Source: an optimization exercise on an open RTL-to-GDS flow (aim: small area). Production flows keep margins and buffers that such runs may drop. The RTL was checked by simulation tests, not by an equivalence proof against the original design.

## alpha
## vector_chunk_streamer
module vector_chunk_streamer #(
    parameter int element_width = 32,
    parameter int no_of_units   = 8,
    parameter int max_chunks    = 8
) (
    input  logic                                 clk,
    input  logic                                 reset,
    input  logic                                 wr_en,
    input  logic                                 wr_sel,
    input  logic [$clog2(max_chunks)-1:0]        wr_addr,
    input  logic [element_width*no_of_units-1:0] wr_data,
    input  logic                                 start,
    input  logic [31:0]                          total,
    output logic [element_width*no_of_units-1:0] first_row_plus_additional,
    output logic [element_width*no_of_units-1:0] vector2,
    output logic                                 outsider_read_now,
    input  logic                                 I_am_ready,
    input  logic                                 finish,
    input  logic [element_width-1:0]             dot_product_output,
    output logic [element_width-1:0]             result,
    output logic                                 result_valid,
    output logic                                 busy,
    output logic                                 err
);
clock: 5.0 ns
lec_check: 0
cap_margin: 20
core_margin: 2
core_utilization: 45
cts_buf_list: sky130_fd_sc_hd__clkbuf_16
cts_cluster_diameter: 100
cts_cluster_size: 28
slew_margin: 20
standard.sh (not shown) runs the stock make flow with config.mk's settings and CLKGATE_MAP_FILE= SYNTH_SCRIPT=/design/flow/synth_recipe.tcl, a recipe that flattens the netlist after the stock synthesis.
==> flow/flow/run.sh <==
#!/bin/bash
# Own layout flow:
#  1. the standard synthesis, unchanged;
#  2. its combinational logic re-mapped by ABC for area (flow/remap.tcl); every register
#     cell keeps its instance name and cell type;
#  3. the standard ORFS steps from floorplan on, with ports buffered by buf_1 cells and a
#     CTS without dummy loads, with a clkbuf_16 root and clkbuf_16 leaf clusters.
# Each tool's full output goes to a log file in this folder.
set -euo pipefail
bash standard.sh synth > synth.log 2>&1

R=orfs/results/${FLOW_PLATFORM}/vector_chunk_streamer/base
YOSYS=$(command -v yosys || echo "$FLOW_HOME/../tools/install/yosys/bin/yosys")
cp "$R/1_2_yosys.v" "$R/1_2_yosys_standard.v"
REMAP_LIB="$FLOW_HOME/platforms/$FLOW_PLATFORM/lib/sky130_fd_sc_hd__tt_025C_1v80.lib" \
REMAP_IN="$R/1_2_yosys_standard.v" REMAP_OUT="$R/1_2_yosys_remap.v" REMAP_TOP="$FLOW_TOP" \
    "$YOSYS" -c flow/remap.tcl > remap.log 2>&1
# Keep the standard netlist's timestamp order: 1_2_yosys.v newer than its inputs, and the
# odb built again from it.
cp "$R/1_2_yosys_remap.v" "$R/1_2_yosys.v"
rm -f "$R/1_synth.odb" "$R/1_synth.sdc"

export BUFFER_PORTS_ARGS="-buffer_cell sky130_fd_sc_hd__buf_1"
export CTS_ARGS="-sink_clustering_enable -repair_clock_nets -dont_use_dummy_load -sink_clustering_size 28 -sink_clustering_max_diameter 100 -root_buf sky130_fd_sc_hd__clkbuf_16 -buf_list {sky130_fd_sc_hd__clkbuf_16}"
bash standard.sh finish > layout.log 2>&1
==> flow/flow/remap.tcl <==
# Re-map the combinational logic of the standard synthesis's netlist for area; every
# register cell instance (name and type) is kept as it is.
set lib $::env(REMAP_LIB)
yosys read_liberty -ignore_miss_func $lib
yosys read_verilog $::env(REMAP_IN)
yosys hierarchy -top $::env(REMAP_TOP)
yosys setattr -mod -set keep_hierarchy 1 {sky130_fd_sc_hd__*df*} {sky130_fd_sc_hd__*dl*} {sky130_fd_sc_hd__conb_*}
yosys flatten
yosys opt_clean -purge
yosys abc -liberty $lib -dont_use *probe* -dont_use *lpflow* -dont_use *clkdly* -dont_use *dlygate* -dont_use *dlymetal*
yosys splitnets
yosys opt_clean -purge
yosys hilomap -singleton -hicell sky130_fd_sc_hd__conb_1 HI -locell sky130_fd_sc_hd__conb_1 LO
yosys insbuf -buf sky130_fd_sc_hd__buf_1 A X
yosys opt_clean -purge
yosys select $::env(REMAP_TOP)
yosys write_verilog -noattr -nohex -nodec -selected $::env(REMAP_OUT)
Inputs modified between alpha and beta:
Settings: a change of CORE_UTILIZATION from 45 to 60.
==> flow/run.sh (new file) <==
#!/bin/bash
# synth_recipe.tcl (not shown) runs the flow's synth.tcl, then flattens the netlist and writes it again
# the make line also repeats each setting of config.mk as NAME=value (left out here)
make -C /OpenROAD-flow-scripts/flow DESIGN_CONFIG=/design/flow/config.mk WORK_HOME=/design/flow/orfs CLKGATE_MAP_FILE= SYNTH_SCRIPT=/design/flow/synth_recipe.tcl finish
removed: flow/flow/run.sh
removed: flow/flow/remap.tcl
removed: flow/standard.sh
Findings:
- Compared alpha against beta; insertion delay of the later-clocked pin in the worst-skew pair within noise.
- beta reports a higher global-route met3 utilization than alpha does.
- alpha → beta: global placement routability congestion now smaller, post-detailed-routing wire length went up, minimum period implied by the final worst setup slack now sits higher, clock buffer and inverter area fraction after layout essentially unchanged.
- beta against alpha: worst slack on hold paths increased by 0.19 ns relative to the old numbers, number of design-rule violations left by the first detailed-router iteration has decreased, worst stage delay on the critical path moved down.
- Looking at worst hold path class, the primary input to register result is from alpha; the register to register one comes from beta.

[re-timing with driven ports]
No port has a modelled driver above. Below, the same layouts with a new extraction and two added sets of constraints.
Step 1: set_driving_cell puts a clkbuf_16 on clk and a buf_2 on each other input, an assumption about the parent block.
Step 2, shift: input delay + t, output delay - t, t = (earliest + latest rising clock arrival at the registers) / 2. This alone moves slack from input paths to output paths.
Slacks: no drivers / after step 1 / after step 2; pairs: no drivers / after step 1.
run	t (ns)	slack for setup (ns)	hold slack, ns	worst setup path after step 2	clock arrival spread, ns
alpha	0.970	0.406 / 0.295 / 1.265	0.267 / 0.188 / 0.482	register to output	0.124 / 0.125
beta	0.955	0.229 / 0.130 / 1.037	0.458 / 0.458 / 0.458	input to register	0.042 / 0.042
After both steps setup and hold are still met in every run listed.
